This is an optimization exercise on Yosys and OpenROAD, whose aim is small area, not a production implementation. Only simulation tests tie the RTL to the original design; equivalence was not proved. Power and IR drop assume default switching activity.

Design icache_top, start of the top module:
module icache_top
(
  input  logic       clk_i,
  input  logic       rst_ni,
  input  logic       req_valid_i,
  output logic       req_ready_o,
  input  icache_pkg::fetch_req_t req_i,
  output logic       rsp_valid_o,
  input  logic       rsp_ready_i,
  output icache_pkg::fetch_rsp_t rsp_o,
  output logic       mem_req_valid_o,
  input  logic       mem_req_ready_i,
  output icache_pkg::mem_req_t   mem_req_o,
  input  logic       mem_rsp_valid_i,
  output logic       mem_rsp_ready_o,
  input  icache_pkg::mem_rsp_t   mem_rsp_i
);
  localparam int TW = ((32 - $clog2((4 * 32) / 8)) - $clog2(8));
  logic [1:0]  state_q;
  logic        rsp_valid_q;
  logic        mem_req_valid_q;
  logic [3:0]  lfsr_q;
  logic [29:0] pc_q;
  logic        miss_b_q;
  logic        miss_way_q;
  logic [TW-1:0]  tag_mem  [2][8];
  logic [127:0]   data_mem [2][8];
  logic [7:0]     valid_q  [2];
  logic idle, lookup, miss_wait;
  assign idle      = (state_q == 2'd0);
  ...
Size: about 2500 flip-flops, roughly 0.092 mm^2 of cells after synthesis.
==> flow/config.mk <==
export PLATFORM = sky130hd
export DESIGN_NAME = icache_top
export DESIGN_NICKNAME = icache_top
export VERILOG_FILES = /design/flow/design.v
export SDC_FILE = /design/flow/constraint.sdc
export NUM_CORES = 4
export LEC_CHECK = 0
export CAP_MARGIN = 20
export CORE_MARGIN = 2
export CORE_UTILIZATION = 60
export CTS_BUF_LIST = sky130_fd_sc_hd__clkbuf_16
export CTS_CLUSTER_DIAMETER = 80
export CTS_CLUSTER_SIZE = 25
export PLACE_DENSITY = 0.7
export SLEW_MARGIN = 20
==> flow/constraint.sdc <==
create_clock -name core_clock -period 7.0 [get_ports {clk_i}]
set_input_delay 1.4000 -clock core_clock [delete_from_list [all_inputs] [get_ports {clk_i}]]
set_output_delay 1.4000 -clock core_clock [all_outputs]
set_load 0.01 [all_outputs]
standard.sh (not shown) runs the stock make flow with config.mk's settings and CLKGATE_MAP_FILE= SYNTH_SCRIPT=/design/flow/synth_recipe.tcl, a recipe that flattens the netlist after the stock synthesis.
==> flow/flow/run.sh <==
#!/bin/bash
# Own flow: the standard layout, with small port buffers and power
# (area) recovery after global routing. Each step's log is under orfs/logs.
set -euo pipefail
export BUFFER_PORTS_ARGS="-buffer_cell sky130_fd_sc_hd__buf_1"
export RECOVER_POWER=100
bash standard.sh > standard.log 2>&1
The starting point completed and failed the layout checks on capacitance limit, slew limit.
Then changed:
==> flow/run.sh (new file) <==
#!/bin/bash
# synth_recipe.tcl (not shown) runs the flow's synth.tcl, then flattens the netlist and writes it again
# the make line also repeats each setting of config.mk as NAME=value (left out here)
make -C /OpenROAD-flow-scripts/flow DESIGN_CONFIG=/design/flow/config.mk WORK_HOME=/design/flow/orfs CLKGATE_MAP_FILE= SYNTH_SCRIPT=/design/flow/synth_recipe.tcl finish
- CORE_UTILIZATION: 60 -> 30
- CTS_BUF_LIST: sky130_fd_sc_hd__clkbuf_16 -> unset
- CTS_CLUSTER_DIAMETER: 80 -> unset
- CTS_CLUSTER_SIZE: 25 -> unset
- PLACE_DENSITY: 0.7 -> 0.42
removed: flow/flow/run.sh
removed: flow/standard.sh
This time the run ran to the end with no violations.
Clock skew went up by 0.046 ns.
Critical path depth stays the same.
Non-clock buffer count went up by 114.
Die area went up by 99%.
Setup slack gains 0.013 ns.
Power went up by 25%.
Via count went up by 1.2%.
Final area went up by 11%.
Core utilization went down by 29 points.
Routed wire length went up by 26%.
Then changed:
- CORE_UTILIZATION: 30 -> 60
- CTS_BUF_LIST: unset -> sky130_fd_sc_hd__clkbuf_16
- CTS_CLUSTER_DIAMETER: unset -> 100
- CTS_CLUSTER_SIZE: unset -> 30
- PLACE_DENSITY: 0.42 -> 0.7
Effect: The changed run finished clean. Wire length goes down by 20%. Combinational power goes down by 5.2%. Setup slack got worse by 0.054 ns. Die area goes down by 50%. Total power goes down by 21%. Via count goes down by 0.64%. Non-clock buffer count goes down by 74.

---

== build 82 ==
icache_top, a different RTL version from the one above (not shown whole).
Size in the first run: about 260 I/O pins.
==> flow/design.v (excerpt) <==
module icache_top
(
  input  logic       clk_i,
  input  logic       rst_ni,
  input  logic       req_valid_i,
  output logic       req_ready_o,
  input  icache_pkg::fetch_req_t req_i,
  output logic       rsp_valid_o,
  input  logic       rsp_ready_i,
  output icache_pkg::fetch_rsp_t rsp_o,
  output logic       mem_req_valid_o,
  input  logic       mem_req_ready_i,
  output icache_pkg::mem_req_t   mem_req_o,
  input  logic       mem_rsp_valid_i,
  output logic       mem_rsp_ready_o,
  input  icache_pkg::mem_rsp_t   mem_rsp_i
);
  localparam int TW = ((32 - $clog2((4 * 32) / 8)) - $clog2(8));
  logic [1:0]  state_q;
  logic        rsp_valid_q;
  logic        mem_req_valid_q;
  logic [3:0]  lfsr_q;
  logic [29:0] pc_q;
  logic        miss_b_q;
  logic        miss_way_q;
  logic [TW-1:0]  tag_mem  [2][8];
  logic [127:0]   data_mem [2][8];
  logic [7:0]     valid_q  [2];
  logic idle, lookup, miss_wait;
  assign idle      = (state_q == 2'd0);
  assign lookup    = (state_q == 2'd1);
  assign miss_wait = (state_q == 2'd3);
  logic accept;
  assign req_ready_o = idle && !rsp_valid_q;
  assign accept      = req_valid_i && req_ready_o;
  logic [2:0]    set_a;
  logic [1:0]    slot;
  logic [4:0]    pos;       
  logic [TW-1:0] tag_a;
  logic          xline;
  logic          set7;
  assign set_a = pc_q[4:2];
  assign slot  = pc_q[1:0];
  assign pos   = pc_q[4:0];
  assign tag_a = pc_q[29:5];
  assign xline = (slot == 2'd3);
  assign set7  = (set_a == 3'd7);
  logic          inc_c;
  ...
==> flow/config.mk <==
export PLATFORM = sky130hd
export DESIGN_NAME = icache_top
export DESIGN_NICKNAME = icache_top
export VERILOG_FILES = /design/flow/design.v
export SDC_FILE = /design/flow/constraint.sdc
export NUM_CORES = 4
export LEC_CHECK = 0
export CAP_MARGIN = 20
export CORE_MARGIN = 2
export CORE_UTILIZATION = 70
export PLACE_DENSITY = 0.8
export SETUP_SLACK_MARGIN = 0.2
export SLEW_MARGIN = 20
==> flow/constraint.sdc <==
create_clock -name core_clock -period 7.0 [get_ports {clk_i}]
set_input_delay 1.4000 -clock core_clock [delete_from_list [all_inputs] [get_ports {clk_i}]]
set_output_delay 1.4000 -clock core_clock [all_outputs]
set_load 0.01 [all_outputs]
==> flow/flow/run.sh <==
#!/bin/bash
# Own flow: the standard synthesis, an area remap of its combinational
# logic (flip-flops untouched), then the standard layout with small port
# buffers and a clock tree of clkbuf_8 leaves without dummy balancing loads.
# Each tool writes its own log in this folder (ORFS's step logs are under
# orfs/logs).
set -euo pipefail
export BUFFER_PORTS_ARGS="-buffer_cell sky130_fd_sc_hd__buf_1"
export CTS_ARGS="-sink_clustering_enable -repair_clock_nets -dont_use_dummy_load -buf_list sky130_fd_sc_hd__clkbuf_8 -root_buf sky130_fd_sc_hd__clkbuf_16 -sink_clustering_size 16 -sink_clustering_max_diameter 60"
R=orfs/results/${FLOW_PLATFORM}/icache_top/base
LIB=${FLOW_HOME}/platforms/${FLOW_PLATFORM}/lib/sky130_fd_sc_hd__tt_025C_1v80.lib

bash standard.sh synth > standard_synth.log 2>&1
cp $R/1_2_yosys.v standard_1_2_yosys.v
python3 flow/splitlib.py "$LIB" seq.lib comb.lib > splitlib.log 2>&1
REMAP_LIB="$LIB" REMAP_IN=standard_1_2_yosys.v REMAP_OUT=remapped.v REMAP_ABC=flow/abc_area.script \
  yosys -c flow/remap.tcl > remap.log 2>&1
cp remapped.v $R/1_2_yosys.v
rm -f $R/1_synth.odb $R/1_synth.sdc
bash standard.sh > standard.log 2>&1
Other scripts of this flow, unchanged in this note and not shown: flow/flow/abc_area.script, flow/flow/remap.tcl, flow/flow/splitlib.py
Layout checks on build 82: not met. Flow itself completed; violations: slew limit.
diff inputs: build 82 => build 80
diff --git a/flow/flow/run.sh b/flow/flow/run.sh
--- a/flow/flow/run.sh
+++ b/flow/flow/run.sh
@@ -4 +4,2 @@
-# buffers and a clock tree of clkbuf_8 leaves without dummy balancing loads.
+# buffers, a fanout limit of 40 for the resizer, and a clock tree of
+# clkbuf_8 leaves without dummy balancing loads.
@@ -8,0 +10,2 @@
+export PRE_GLOBAL_PLACE_TCL="$PWD/flow/max_fanout.tcl"
+export PRE_RESIZE_TCL="$PWD/flow/max_fanout.tcl"
==> flow/flow/max_fanout.tcl (new file) <==
# Keep the resizer from driving a whole cache line's control net (about
# 150 loads spread over the die) from one buffer: its routed slew then
# exceeds the library limit.
set_max_fanout 40 [current_design]
Results
Both conditions hold for build 80: the flow ran to the end and the final layout passed the timing, design-rule and antenna checks. Of the two candidates, build 82 has the worse hold slack and build 80 the better one. Power density over the cells | build 80 below build 82. Delta (build 80 minus build 82): maximum ir drop on the vdd rail down about 18%, sequential share of layout area down 0.21 points, share of total power in combinational logic flat, final worst-path cycle share down 0.67 points. On met1 layer wirelength in the final routing, build 82 tracks build 80 almost exactly.
Changes in build 28 relative to build 80:
diff --git a/flow/flow/run.sh b/flow/flow/run.sh
--- a/flow/flow/run.sh
+++ b/flow/flow/run.sh
@@ -4,2 +4 @@
-# buffers, a fanout limit of 40 for the resizer, and a clock tree of
-# clkbuf_8 leaves without dummy balancing loads.
+# buffers and a clock tree of clkbuf_8 leaves without dummy balancing loads.
@@ -10,2 +8,0 @@
-export PRE_GLOBAL_PLACE_TCL="$PWD/flow/max_fanout.tcl"
-export PRE_RESIZE_TCL="$PWD/flow/max_fanout.tcl"
diff --git a/flow/config.mk b/flow/config.mk
--- a/flow/config.mk
+++ b/flow/config.mk
@@ -8 +8 @@
-export CAP_MARGIN = 20
+export CAP_MARGIN = 30
@@ -13 +13 @@
-export SLEW_MARGIN = 20
+export SLEW_MARGIN = 35
removed: flow/flow/max_fanout.tcl
Notes after the runs:
Total length of routed met3 wires delta for build 28 relative to build 80: 1.8% lower. Build 28 and build 80 all finish clean. Taking build 80 as the reference, in build 28 internal portion of total power did not really move, total wire length did not really move, first-pass GRT wire length did not really move, number of clock buffers in the layout went down, overall global routing resource usage did not really move.

## port drivers added, routing unchanged
The results above use ideal ports. As a check the final layouts listed here were re-extracted and re-timed, cells and wires unchanged. Step 1, drivers: a clkbuf_16 drives clk_i and a buf_2 each remaining input, both assumed. Step 2 moves the port delays by t, midway between the first and last clock arrival at a register: inputs arrive t later, outputs are due t later. That takes back most of the time a late clock gives input paths. Three values: ideal, step 1, step 2; two values: the first two.
run	t, ns	setup slack, ns	worst slew at a driven data input, ns
the first run of note 1	0.876	0.195 / 0.106 / 0.400	0.23
the second run of note 1	0.963	0.208 / 0.107 / 1.070	0.26
the third run of note 1	0.855	0.154 / 0.062 / 0.916	0.19
build 82	0.904	0.169 / 0.079 / 0.984	0.18
build 80	0.896	0.216 / 0.132 / 1.028	0.22
build 28	0.879	0.178 / 0.097 / 0.976	0.20
